What follows belongs to an exercise in optimizing a design on an open flow for small area; a production flow would make more cautious choices.
Only simulation tests tie the RTL to the original design; equivalence was not proved.
Power and IR drop assume default switching activity.

[flow/config.mk]
export PLATFORM = sky130hd
export DESIGN_NAME = sccb_target
export DESIGN_NICKNAME = sccb_target
export VERILOG_FILES = /design/flow/design.v
export SDC_FILE = /design/flow/constraint.sdc
export NUM_CORES = 4
export LEC_CHECK = 0
export CAP_MARGIN = 20
export CORE_MARGIN = 2
export CORE_UTILIZATION = 45
export PLACE_DENSITY = 0.6
export SLEW_MARGIN = 20
[flow/constraint.sdc]
create_clock -name core_clock -period 10.0 [get_ports {clk}]
set_input_delay 2.0000 -clock core_clock [delete_from_list [all_inputs] [get_ports {clk}]]
set_output_delay 2.0000 -clock core_clock [all_outputs]
set_load 0.01 [all_outputs]
[flow/design.v]
module sccb_target #(
  parameter logic [7:0] DEV_ADDR = 8'h60
) (
  input  logic       clk,
  input  logic       reset,
  input  logic       scl,
  input  logic       sda_in,
  output logic       sda,
  output logic       sda_oe,
  output logic       wr_stb,
  output logic [7:0] wr_addr,
  output logic [7:0] wr_data,
  output logic       busy
);
  typedef enum logic [3:0] {
    IDLE, DEV, DEV_ACK, SUB, SUB_ACK, WDAT, WDAT_ACK, RDAT, RD_ACK, IGNORE
  } state_t;
  logic       scl_s1, scl_s2, scl_h, scl_h2;
  logic       sda_s1, sda_s2, sda_h, sda_h2;
  logic       scl_rise, scl_fall, bus_start, bus_stop;
  state_t     state, state_n;
  logic [3:0] bit_cnt, bit_cnt_n;
  logic [7:0] shift, shift_n;
  logic [7:0] ptr, ptr_n;
  logic       rw, rw_n;
  logic       sda_oe_n, busy_n, wr_stb_n;
  logic       reg_we, wr_vld;
  logic [7:0] rx_byte, rd_byte;
  logic [127:0][7:0] bank0, bank1;
  logic [6:0] phase;
  logic       pend;
  logic [7:0] pend_addr, pend_data;
  logic [7:0] rbuf, ra;
  logic       commit;
  logic [7:0] head0, head1;
  assign sda = 1'b0;
  assign rx_byte = {shift[6:0], sda_h};
  assign rd_byte = rbuf;
  assign scl_rise  = scl_h & ~scl_h2;
  assign scl_fall  = ~scl_h & scl_h2;
  assign bus_start = scl_h & scl_h2 & sda_h2 & ~sda_h;
  assign bus_stop  = scl_h & scl_h2 & ~sda_h2 & sda_h;
  always_ff @(posedge clk or posedge reset) begin
    if (reset) begin
      scl_s1 <= 1'b1;
      scl_s2 <= 1'b1;
      scl_h  <= 1'b1;
      scl_h2 <= 1'b1;
      sda_s1 <= 1'b1;
      sda_s2 <= 1'b1;
      sda_h  <= 1'b1;
      sda_h2 <= 1'b1;
    end else begin
      scl_s1 <= scl;
      scl_s2 <= scl_s1;
      scl_h  <= scl_s2;
      scl_h2 <= scl_h;
      sda_s1 <= sda_in;
      sda_s2 <= sda_s1;
      sda_h  <= sda_s2;
      sda_h2 <= sda_h;
    end
  end
  always_ff @(posedge clk or posedge reset) begin
    if (reset) begin
      state  <= IDLE;
      ptr    <= 8'h00;
      sda_oe <= 1'b0;
      busy   <= 1'b0;
      wr_stb <= 1'b0;
      wr_vld <= 1'b0;
    end else begin
      state  <= state_n;
      ptr    <= ptr_n;
      sda_oe <= sda_oe_n;
      busy   <= busy_n;
      wr_stb <= wr_stb_n;
      if (reg_we) wr_vld <= 1'b1;
    end
  end
  always_ff @(posedge clk) begin
    bit_cnt <= bit_cnt_n;
    shift   <= shift_n;
    rw      <= rw_n;
  end
  assign wr_addr = wr_vld ? pend_addr : 8'h00;
  assign wr_data = wr_vld ? pend_data : 8'h00;
  assign ra = (state == RDAT || state == RD_ACK) ? ptr + 8'd1 : ptr;
  assign commit = pend && (pend_addr[6:0] == phase);
  assign head0  = (commit && !pend_addr[7]) ? pend_data : bank0[127];
  assign head1  = (commit &&  pend_addr[7]) ? pend_data : bank1[127];
  always_ff @(posedge clk) begin
    phase <= phase + 7'd1;
    bank0 <= {bank0[126:0], head0};
    bank1 <= {bank1[126:0], head1};
    if (reg_we) begin
      pend      <= 1'b1;
      pend_addr <= ptr;
      pend_data <= rx_byte;
    end else if (commit) begin
      pend <= 1'b0;
    end
    if (ra[6:0] == phase) rbuf <= ra[7] ? head1 : head0;
  end
  always_comb begin
    state_n   = state;
    bit_cnt_n = bit_cnt;
    shift_n   = shift;
    ptr_n     = ptr;
    rw_n      = rw;
    sda_oe_n  = sda_oe;
    busy_n    = busy;
    wr_stb_n  = 1'b0;
    reg_we    = 1'b0;
    if (bus_start) begin
      state_n   = DEV;
      bit_cnt_n = 4'd0;
      sda_oe_n  = 1'b0;
    end else if (bus_stop) begin
      state_n  = IDLE;
      sda_oe_n = 1'b0;
      busy_n   = 1'b0;
    end else begin
      case (state)
        DEV: if (scl_rise) begin
          shift_n   = rx_byte;
          bit_cnt_n = bit_cnt + 4'd1;
          if (bit_cnt == 4'd7) begin
            bit_cnt_n = 4'd0;
            if (rx_byte[7:1] == DEV_ADDR[7:1]) begin
              state_n = DEV_ACK;
              busy_n  = 1'b1;
              rw_n    = rx_byte[0];
            end else begin
              state_n = IGNORE;
            end
          end
        end
        DEV_ACK: if (scl_fall) begin
          if (!sda_oe) begin
            sda_oe_n = 1'b1;
          end else if (rw) begin
            state_n   = RDAT;
            shift_n   = {rd_byte[6:0], 1'b0};
            sda_oe_n  = ~rd_byte[7];
            bit_cnt_n = 4'd1;
          end else begin
            state_n   = SUB;
            sda_oe_n  = 1'b0;
            bit_cnt_n = 4'd0;
          end
        end
        SUB: if (scl_rise) begin
          shift_n   = rx_byte;
          bit_cnt_n = bit_cnt + 4'd1;
          if (bit_cnt == 4'd7) begin
            bit_cnt_n = 4'd0;
            ptr_n     = rx_byte;
            state_n   = SUB_ACK;
          end
        end
        SUB_ACK, WDAT_ACK: if (scl_fall) begin
          if (!sda_oe) begin
            sda_oe_n = 1'b1;
          end else begin
            state_n   = WDAT;
            sda_oe_n  = 1'b0;
            bit_cnt_n = 4'd0;
          end
        end
        WDAT: if (scl_rise) begin
          shift_n   = rx_byte;
          bit_cnt_n = bit_cnt + 4'd1;
          if (bit_cnt == 4'd7) begin
            bit_cnt_n = 4'd0;
            reg_we    = 1'b1;
            wr_stb_n  = 1'b1;
            state_n   = WDAT_ACK;
            ptr_n     = ptr + 8'd1;
          end
        end
        RDAT: if (scl_fall) begin
          if (bit_cnt == 4'd8) begin
            sda_oe_n = 1'b0;
            state_n  = RD_ACK;
          end else begin
            sda_oe_n  = ~shift[7];
            shift_n   = {shift[6:0], 1'b0};
            bit_cnt_n = bit_cnt + 4'd1;
          end
        end
        RD_ACK: if (scl_rise) begin
          if (!sda_h) begin
            state_n   = RDAT;
            bit_cnt_n = 4'd0;
            ptr_n     = ptr + 8'd1;
            shift_n   = rbuf;
          end else begin
            state_n = IGNORE;
          end
        end
        IDLE, IGNORE: sda_oe_n = 1'b0;
        default: begin
          state_n  = IDLE;
          sda_oe_n = 1'b0;
        end
      endcase
    end
  end
endmodule
[flow/run.sh]
#!/bin/bash
# synth_recipe.tcl (not shown) runs the flow's synth.tcl, then flattens the netlist and writes it again
# the make line also repeats each setting of config.mk as NAME=value (left out here)
make -C /OpenROAD-flow-scripts/flow DESIGN_CONFIG=/design/flow/config.mk WORK_HOME=/design/flow/orfs CLKGATE_MAP_FILE= SYNTH_SCRIPT=/design/flow/synth_recipe.tcl finish
==> results of run 1 <==
[layout by cell type (no fill, tap or decap), drive strengths merged, types with 5 or more instances in the layout]
cell type / instances
dfxtp: 2060
o221ai: 18
a31oi: 6
nand2: 31
clkinv: 39
nor3: 9
o21ai: 19
dfstp: 8
xor2: 8
a21oi: 20
nand3: 9
a211oi: 6
nand2b: 8
o22a: 5
a22oi: 17
nor2: 23
edfxtp: 33
inv: 20
bufinv: 17
dfrtp: 16
clkbuf: 253
clkdlybuf4s50: 22
mux2: 16
xnor2: 16
mux2i: 10
and2: 16
[how the worst max path moves through the flow]
stage                 start    endpoint  slack [ns]  cells past startpoint
3_3_place_gp         wr_vld  wr_data[7]        6.76                      2
6_report       pend_addr[7]  wr_addr[7]        5.98                      2
2_1_floorplan      state[2]     rbuf[0]        6.94                      7
3_5_place_dp         wr_vld  wr_data[6]        6.72                      2
5_1_grt              wr_vld  wr_data[5]        5.80                      2
4_1_cts              wr_vld  wr_data[6]        5.89                      2
[layer usage]
| layer | track usage [%] | share of wire (%) | vias to the layer above | routed length [um] |
|---|---|---|---|---|
| met5 | 0 | 0 | - | 0 |
| met4 | 5.258 | 3.3 | 0 | 1722 |
| met3 | 3.182 | 5.7 | 166 | 2973 |
| met2 | 14.40 | 40 | 379 | 20730 |
| met1 | 15.05 | 51 | 7849 | 26740 |
| li1 | - | - | 8235 | - |
[flip-flops by register name (all words and copies together) (netlist names), 4 cells and up]
name and cells:
ptr 8, state 4, bank1 1024, phase 7, bank0 1024, bit_cnt 4, rbuf 8, pend_addr 8
shift 8, pend_data 8
[worst max-delay path, delay by kind of cell, from the launching register on]
family | cells | cell delay (ns)
flops | 1 | 0.57
buf+inv | 1 | 0.53
simple gates | 1 | 0.18
[through the flow]
step	instances	setup slack [ns]
floorplan	2451	6.940
global route	4073	5.800
detailed placement	3752	6.721
global placement	3752	6.759
CTS	4073	5.891
finish	4073	5.982
[logic make-up (layout without fill, tap and decap cells)]
| group | Yosys count | in the layout | share of synthesized area (%) |
|---|---|---|---|
| buffers and inverters | 35 | 359 | 0.3331 |
| other | 1 | 1 | 0.008321 |
| xor gates and xnor gates | 24 | 24 | 0.5081 |
| and+or+nand+nor | 131 | 131 | 1.588 |
| AOI/OAI and AO/OA | 113 | 113 | 1.769 |
| muxes | 26 | 26 | 0.6219 |
| adders and majority gates | 4 | 4 | 0.1111 |
| DFF | 2117 | 2117 | 95.06 |
[where the power goes]
part | leakage, nW | internal [mW] | switching (mW)
Combinational | 0.865 | 0.0207 | 0.0354
Sequential | 17.2 | 8.47 | 0.0220
Clock | 2.98 | 4.04 | 2.85
[final cells by class]
cell class / instances / area (um^2) / share of cell area [%]
multi-input cells: 299 / 2085 / 3.941
clock inverters: 68 / 895.9 / 1.694
repair buffers: 26 / 250.2 / 0.4731
clock buffers: 253 / 5149 / 9.735
well taps: 1298 / 1624 / 3.071
flip-flops and latches: 2117 / 42840 / 81.00
inverters: 12 / 45.04 / 0.08516
==> results.rst, run 1 <==
.. list-table::
   :header-rows: 1

   * - Metric
     - Value
   * - Outcome
     - timing/DRC/antenna clean
   * - Hold Fails Final Rpt
     - 0
   * - All-layer global routing usage
     - 10.52%
   * - Fin. max-slew vios
     - 0
   * - Total of endpoints with negative setup slack in the final report
     - 0
   * - Placer congestion estimate
     - 0.7823
   * - Ratio of total power to cell area
     - 292.0 nW/um^2
   * - Post-route DRC violation count
     - 0
   * - Tot Pwr
     - 15.44 mW
   * - Final Critical Period
     - 4.018 ns
   * - VDD IR-drop max
     - 138.9 uV
   * - Clock tree from TritonCTS
     - built
   * - Reg-to-reg startpoint
     - state[0]
   * - DR vias/cell
     - 4.083
   * - CP max-delay cell
     - sky130_fd_sc_hd__edfxtp_1
   * - Number of enable flip-flop cells after synthesis
     - 33
   * - WP data required
     - 8.00 ns
   * - Final worst clock skew
     - 0.01676 ns
   * - Vert. Die Dim
     - 320.5 um
   * - Number of cells produced by synthesis
     - 2451
   * - CP Data Arrival Time
     - 2.02 ns
   * - Cell breakdown of the critical path
     - and2_1, clkdlybuf4s50_1
   * - Sequential share of the synthesized area
     - 95.06%
   * - Max-cap check violation count
     - 0
   * - Main flop type after synthesis
     - sky130_fd_sc_hd__dfxtp_1
   * - Leak pwr
     - 21.08 nW
   * - Source of the worst hold timing path
     - bank0[925]
   * - Number of synthesized register bits
     - 2117
   * - Share of synthesized registers carrying an async set or reset
     - 1.134%
   * - Fin Setup TNS
     - 0 ns
   * - Setup repair after global routing missed its margin
     - no
   * - Max Buffers Root-to-Sink
     - 3
   * - Peak clock frequency supported by timing
     - 248.9 MHz
   * - Std-Cell Core Area
     - 99710 um^2
   * - Num rows
     - 116
   * - Number of antenna violations at the first check in global routing
     - 1
   * - Final non-filler cell area
     - 52890 um^2
   * - Buffer count from post-CTS setup fixing
     - 0
   * - CTS buffer count
     - 176
   * - Vias in the first global route
     - 17170
   * - Area post-placement
     - 46840 um^2
   * - Router iterations before antenna repair
     - 6
   * - Largest fanout on the critical path
     - 11
   * - Remaining number of nets flagged by the antenna check after routing
     - 0
   * - Effective utilization at floorplan
     - 45.20%
   * - Sink count of the clock tree
     - 2117
   * - Mean Syn Cell Area
     - 18.39 um^2
   * - Detailed router's first-iteration violation count
     - 956
   * - Overall die area
     - 102700 um^2
   * - Signed area change from the synthesized netlist to the final layout
     - 17.36%
   * - WHS Path Cells
     - 0
   * - I/O pin total
     - 24
   * - Insertion delay of the later-clocked pin in the worst-skew pair
     - 0.74 ns
   * - WL/cell
     - 12.81 um
   * - H-tree Lvls
     - 4
   * - Worst Setup Path Type
     - reg2out
   * - Tightest Pin Transition
     - 1.110 ns
   * - Crit-path max cell delay
     - 0.57 ns
   * - Mapped cell area
     - 45070 um^2
   * - CTS root buffer
     - sky130_fd_sc_hd__clkbuf_16
   * - Die X-Extent
     - 320.5 um
   * - Worst reg-to-reg path cell count
     - 6
   * - Post-Route Utilization
     - 53.04%
   * - Post-synthesis cell type with the largest combined area
     - sky130_fd_sc_hd__dfxtp_1
   * - # diodes
     - 0
   * - Placed wire-length estimate
     - 26330 um
   * - Vias
     - 16630
   * - PostCTS Resize Cnt
     - 0
   * - Number of hold buffers added after CTS
     - 0
   * - Fillers
     - 7679
   * - Post-layout net count
     - 2640
   * - Area share of the largest cell type after synthesis
     - 91.51%
   * - Nature of the critical path endpoint
     - output pin
   * - Period Utilization, post-route
     - 40.18%
   * - Worst relative slew slack
     - 25.84%
   * - Hold Worst Slack
     - 0.3132 ns
   * - Unique masters post-synth
     - 64
   * - Leading post-synthesis cells by cell area
     - sky130_fd_sc_hd__dfxtp_1 92%, sky130_fd_sc_hd__edfxtp_1 2.2%, sky130_fd_sc_hd__dfrtp_1 0.89%, sky130_fd_sc_hd__dfstp_2 0.47%, sky130_fd_sc_hd__mux2_2 0.40%
   * - Largest net degree at the start of global routing
     - 25
   * - R2R Setup Slk
     - 6.72 ns
   * - Share of final-layout standard cells stronger than drive strength 1
     - 11.68%
   * - Post-synth top cells
     - 2060 x sky130_fd_sc_hd__dfxtp_1, 33 x sky130_fd_sc_hd__edfxtp_1, 31 x sky130_fd_sc_hd__nand2_1
   * - Total wirelength of the detailed-routed design
     - 52170 um
   * - Overflow left after global routing
     - 0
   * - Startpoint class of the critical path
     - register
   * - Most common cell in the synthesized netlist
     - sky130_fd_sc_hd__dfxtp_1
   * - Port Buf Inserts
     - 22
   * - Wire length of the first global-routing pass
     - 88100 um
   * - End point of the worst hold path
     - bank0[933]
   * - Warnings from Yosys
     - 1
   * - Worst reg2reg endpoint
     - state[1]
   * - Worst-path clk slew
     - 0.07 ns
   * - Hold crit path type
     - reg2reg
   * - Syn Nets
     - 2459
==> inputs of run 2 (changes only) <==
--- a/flow/design.v
+++ b/flow/design.v
@@ -21,4 +21,3 @@
   state_t     state, state_n;
-  logic [3:0] bit_cnt, bit_cnt_n;
-  logic [7:0] shift, shift_n;
+  logic [8:0] shift, shift_n;
   logic [7:0] ptr, ptr_n;
@@ -28,2 +27,3 @@
   logic [7:0] rx_byte, rd_byte;
+  logic       rx_last, tx_done;
   logic [127:0][7:0] bank0, bank1;
@@ -37,2 +37,4 @@
   assign rx_byte = {shift[6:0], sda_h};
+  assign rx_last = shift[7];
+  assign tx_done = (shift[7:0] == 8'h00);
   assign rd_byte = rbuf;
@@ -81,3 +83,2 @@
   always_ff @(posedge clk) begin
-    bit_cnt <= bit_cnt_n;
     shift   <= shift_n;
@@ -106,3 +107,2 @@
     state_n   = state;
-    bit_cnt_n = bit_cnt;
     shift_n   = shift;
@@ -116,3 +116,3 @@
       state_n   = DEV;
-      bit_cnt_n = 4'd0;
+      shift_n   = 9'h001;
       sda_oe_n  = 1'b0;
@@ -125,6 +125,4 @@
         DEV: if (scl_rise) begin
-          shift_n   = rx_byte;
-          bit_cnt_n = bit_cnt + 4'd1;
-          if (bit_cnt == 4'd7) begin
-            bit_cnt_n = 4'd0;
+          shift_n   = {shift[7:0], sda_h};
+          if (rx_last) begin
             if (rx_byte[7:1] == DEV_ADDR[7:1]) begin
@@ -143,5 +141,4 @@
             state_n   = RDAT;
-            shift_n   = {rd_byte[6:0], 1'b0};
+            shift_n   = {rd_byte[6:0], 2'b10};
             sda_oe_n  = ~rd_byte[7];
-            bit_cnt_n = 4'd1;
           end else begin
@@ -149,3 +146,3 @@
             sda_oe_n  = 1'b0;
-            bit_cnt_n = 4'd0;
+            shift_n   = 9'h001;
           end
@@ -153,6 +150,4 @@
         SUB: if (scl_rise) begin
-          shift_n   = rx_byte;
-          bit_cnt_n = bit_cnt + 4'd1;
-          if (bit_cnt == 4'd7) begin
-            bit_cnt_n = 4'd0;
+          shift_n   = {shift[7:0], sda_h};
+          if (rx_last) begin
             ptr_n     = rx_byte;
@@ -167,3 +162,3 @@
             sda_oe_n  = 1'b0;
-            bit_cnt_n = 4'd0;
+            shift_n   = 9'h001;
           end
@@ -171,6 +166,4 @@
         WDAT: if (scl_rise) begin
-          shift_n   = rx_byte;
-          bit_cnt_n = bit_cnt + 4'd1;
-          if (bit_cnt == 4'd7) begin
-            bit_cnt_n = 4'd0;
+          shift_n   = {shift[7:0], sda_h};
+          if (rx_last) begin
             reg_we    = 1'b1;
@@ -182,3 +175,3 @@
         RDAT: if (scl_fall) begin
-          if (bit_cnt == 4'd8) begin
+          if (tx_done) begin
             sda_oe_n = 1'b0;
@@ -186,5 +179,4 @@
           end else begin
-            sda_oe_n  = ~shift[7];
-            shift_n   = {shift[6:0], 1'b0};
-            bit_cnt_n = bit_cnt + 4'd1;
+            sda_oe_n = ~shift[8];
+            shift_n  = {shift[7:0], 1'b0};
           end
@@ -194,5 +186,4 @@
             state_n   = RDAT;
-            bit_cnt_n = 4'd0;
             ptr_n     = ptr + 8'd1;
-            shift_n   = rbuf;
+            shift_n   = {rbuf, 1'b1};
           end else begin
--- a/flow/config.mk
+++ b/flow/config.mk
@@ -9,4 +9,4 @@
 export CORE_MARGIN = 2
-export CORE_UTILIZATION = 45
-export PLACE_DENSITY = 0.6
+export CORE_UTILIZATION = 70
+export PLACE_DENSITY = 0.8
 export SLEW_MARGIN = 20
==> run 2 against run 1 <==
  * Still clean on timing, DRC and antenna
  * Global-route usage up 19 points
  * Wire length up 79%
  * Hold slack got worse by 0.020 ns
  * Synthesized cell count fell by 0.49%
  * Sequential power grew 2%
  * Sequential share of layout area grew 1.6 points
  * Critical path type unchanged
==> results.rst, run 2 <==
.. list-table::
   :header-rows: 1

   * - Metric
     - Value
   * - Outcome
     - timing/DRC/antenna clean
   * - Area share of the largest cell type after synthesis
     - 92.31%
   * - Number of enable flip-flop cells after synthesis
     - 25
   * - Overall die area
     - 66020 um^2
   * - Combinational family with the most area after synthesis
     - simple AND/OR/NAND/NOR gates
   * - Number of antenna violations at the first check in global routing
     - 8
   * - Fraction of the mapped netlist area in adder cells
     - 0.05588%
   * - Placer congestion estimate
     - 0.7433
   * - Nature of the critical path endpoint
     - output pin
   * - Router iterations before antenna repair
     - 7
   * - Setup repair after global routing missed its margin
     - no
   * - Reg-to-reg startpoint
     - state[3]
   * - Cell breakdown of the critical path
     - and2_1, clkdlybuf4s50_1
   * - Leak pwr
     - 20.76 nW
   * - Largest net degree at the start of global routing
     - 20
   * - Insertion delay of the later-clocked pin in the worst-skew pair
     - 0.77 ns
   * - Share of synthesized registers carrying an async set or reset
     - 1.135%
   * - Post-Route Utilization
     - 81.83%
   * - Overflow left after global routing
     - 0
   * - Std-Cell Core Area
     - 63200 um^2
   * - Warnings from Yosys
     - 1
   * - Most common cell in the synthesized netlist
     - sky130_fd_sc_hd__dfxtp_1
   * - Share of final-layout standard cells stronger than drive strength 1
     - 10.97%
   * - Total of endpoints with negative setup slack in the final report
     - 0
   * - Worst Setup Path Type
     - reg2out
   * - Ratio of total power to cell area
     - 311.2 nW/um^2
   * - End point of the worst hold path
     - bank1[978]
   * - Commonest cells after routing, fill and taps aside
     - 2065 x sky130_fd_sc_hd__dfxtp_1, 172 x sky130_fd_sc_hd__clkbuf_16, 42 x sky130_fd_sc_hd__clkbuf_1
   * - Mux contribution to synthesized area
     - 0.2235%
   * - Synthesized-area fraction occupied by ao, oa, aoi and oai cells
     - 1.609%
   * - CP max-delay cell
     - sky130_fd_sc_hd__edfxtp_1
   * - Number of hold buffers added after CTS
     - 0
   * - Leading post-synthesis cells by cell area
     - sky130_fd_sc_hd__dfxtp_1 92%, sky130_fd_sc_hd__edfxtp_1 1.7%, sky130_fd_sc_hd__dfrtp_1 0.89%, sky130_fd_sc_hd__dfstp_2 0.47%, sky130_fd_sc_hd__nand2_1 0.34%
   * - Worst-path clk slew
     - 0.08 ns
   * - WP data required
     - 8.00 ns
   * - Total wirelength of the detailed-routed design
     - 93410 um
   * - R2R Setup Slk
     - 6.28 ns
   * - Leading registers by flop count
     - bank0: 1024 flops, bank1: 1024 flops, shift: 9 flops
   * - Mean Syn Cell Area
     - 18.36 um^2
   * - CP Data Arrival Time
     - 2.22 ns
   * - Worst reg2reg endpoint
     - rbuf[2]
   * - Max-cap check violation count
     - 0
   * - I/O pin total
     - 24
   * - # diodes
     - 0
   * - Crit-path max cell delay
     - 0.73 ns
   * - Final worst clock skew
     - 0.05539 ns
   * - Startpoint class of the critical path
     - register
   * - Clock tree from TritonCTS
     - built
   * - H-tree Lvls
     - 4
   * - Effective utilization at floorplan
     - 70.86%
   * - VDD IR-drop max
     - 243.2 uV
   * - Fin Setup TNS
     - 0 ns
   * - PostCTS Resize Cnt
     - 0
   * - Worst relative slew slack
     - 38.71%
   * - Unique masters post-synth
     - 67
   * - Remaining number of nets flagged by the antenna check after routing
     - 0
   * - CTS buffer count
     - 170
   * - Num rows
     - 92
   * - Vias in the first global route
     - 20280
   * - Tightest Pin Transition
     - 0.9152 ns
   * - CTS root buffer
     - sky130_fd_sc_hd__clkbuf_16
   * - Peak clock frequency supported by timing
     - 237.0 MHz
   * - Die X-Extent
     - 256.9 um
   * - DR vias/cell
     - 4.992
   * - Signed area change from the synthesized netlist to the final layout
     - 15.48%
   * - Port Buf Inserts
     - 22
   * - WL/cell
     - 25.96 um
   * - Placed wire-length estimate
     - 39300 um
   * - Worst reg-to-reg path cell count
     - 6
   * - Post-synthesis cell type with the largest combined area
     - sky130_fd_sc_hd__dfxtp_1
   * - Hold Fails Final Rpt
     - 0
   * - Syn Nets
     - 2445
   * - Wire length of the first global-routing pass
     - 139900 um
   * - Synthesized-area fraction occupied by xor and xnor cells
     - 0.6091%
   * - Most common library cell in the layout ignoring fill and taps
     - sky130_fd_sc_hd__dfxtp_1
   * - Number of cells produced by synthesis
     - 2439
   * - All-layer global routing usage
     - 29.55%
   * - Sink count of the clock tree
     - 2114
   * - Buffer count from post-CTS setup fixing
     - 0
   * - Number of synthesized register bits
     - 2114
   * - Main flop type after synthesis
     - sky130_fd_sc_hd__dfxtp_1
   * - Sequential share of the synthesized area
     - 95.35%
   * - Detailed router's first-iteration violation count
     - 1497
   * - WHS Path Cells
     - 0
   * - Max Buffers Root-to-Sink
     - 3
   * - Largest fanout on the critical path
     - 12
   * - Post-layout net count
     - 2622
   * - Source of the worst hold timing path
     - bank1[970]
   * - Period Utilization, post-route
     - 42.19%
   * - Post-route DRC violation count
     - 0
   * - Fin. max-slew vios
     - 0
   * - Simple-gate share of the synthesized area
     - 1.805%
   * - Hold crit path type
     - reg2reg
   * - Post-synth top cells
     - 2065 x sky130_fd_sc_hd__dfxtp_1, 41 x sky130_fd_sc_hd__nand2_1, 28 x sky130_fd_sc_hd__nor2_1
   * - Mapped cell area
     - 44780 um^2
   * - Vias
     - 17960
   * - Final Critical Period
     - 4.219 ns
   * - Vert. Die Dim
     - 256.9 um
==> run 2: changes by cell type in the layout (fill, tap and decap cells not counted), moves of 9 or more <==
cell                       before  now
sky130_fd_sc_hd__o221ai_1      18    0
sky130_fd_sc_hd__nand3_1        9   18
sky130_fd_sc_hd__nand2_1       31   41
sky130_fd_sc_hd__mux2i_1       10    1
==> run 2: critical path: cells and delay by family, from the launching register on <==
kind / cells / cell delay (ns)
simple gates: 1 / 0.21
flops: 1 / 0.73
buf+inv: 1 / 0.53
==> run 2: layout make-up <==
cell class / instances / area [um^2]
fill: 2523 / 11480
clock inverter: 59 / 758.2
inverter: 7 / 26.28
multi-input combinational: 295 / 1948
sequential: 2114 / 42700
timing repair buffer: 28 / 280.3
clock buffer: 249 / 4943
tap: 846 / 1059
==> run 2: power by group <==
| group | leakage, nW | internal [mW] | switching (mW) |
|---|---|---|---|
| logic | 0.825 | 0.167 | 0.287 |
| clock network | 2.79 | 3.72 | 3.27 |
| registers | 17.1 | 8.50 | 0.152 |
| total | 20.8 | 12.4 | 3.71 |
==> run 2: kinds of logic after synthesis <==
logic type,after synthesis
buf+inv,30
simple gates,153
other cells,1
mux,9
flops,2114
fa+ha+maj,2
xor+xnor,29
compound gates,101
==> run 2: per-layer routing <==
metal | track usage, % | vias to the layer above | routed length [um]
met3 | 8.215 | 238 | 6246
met2 | 50.05 | 694 | 47160
met1 | 36.46 | 8881 | 36590
met5 | 0 | - | 45
li1 | - | 8142 | -
met4 | 10.93 | 8 | 3360
==> run 2: per-stage QoR <==
stage          power [mW]  cell area, um^2  cells  worst slack, ns  hold WS (ns)
6_report            16.09            51720   3598            5.781        0.2927
5_1_grt             16.42            51720   3598            5.702        0.3033
4_1_cts             16.12            51690   3597            5.737        0.2960
3_5_place_dp        9.205            45990   3289            6.523        0.3121
3_3_place_gp        9.182            45970   3287            6.545        0.3098
2_1_floorplan       9.056            44780   2439            7.176        0.3096
==> run 2: worst max-delay path by stage <==
stage,start,to
after floorplan,pend_addr[7],wr_addr[7]
after global placement,pend_addr[7],wr_addr[7]
after detailed placement,pend_addr[7],wr_addr[7]
after CTS,wr_vld,wr_addr[0]
after global routing,wr_vld,wr_addr[1]
final,pend_addr[7],wr_addr[7]

==> what the ideal ports hide <==
The results above use ideal ports. As a check the final layouts listed here were re-extracted and re-timed, cells and wires unchanged.
Step 1, drivers: a clkbuf_16 drives clk and a buf_2 each remaining input, both assumed.
Step 2, shift: input delay + t, output delay - t, t = (earliest + latest rising clock arrival at the registers) / 2. This alone moves slack from input paths to output paths.
Three values: ideal, step 1, step 2; two values: the first two.
run	t, ns	slack for setup (ns)	worst data-port slew with drivers (ns)
run 1	0.784	5.982 / 5.921 / 6.705	0.03
run 2	0.828	5.781 / 5.710 / 6.281	0.05
After both steps setup and hold are still met in every run listed.
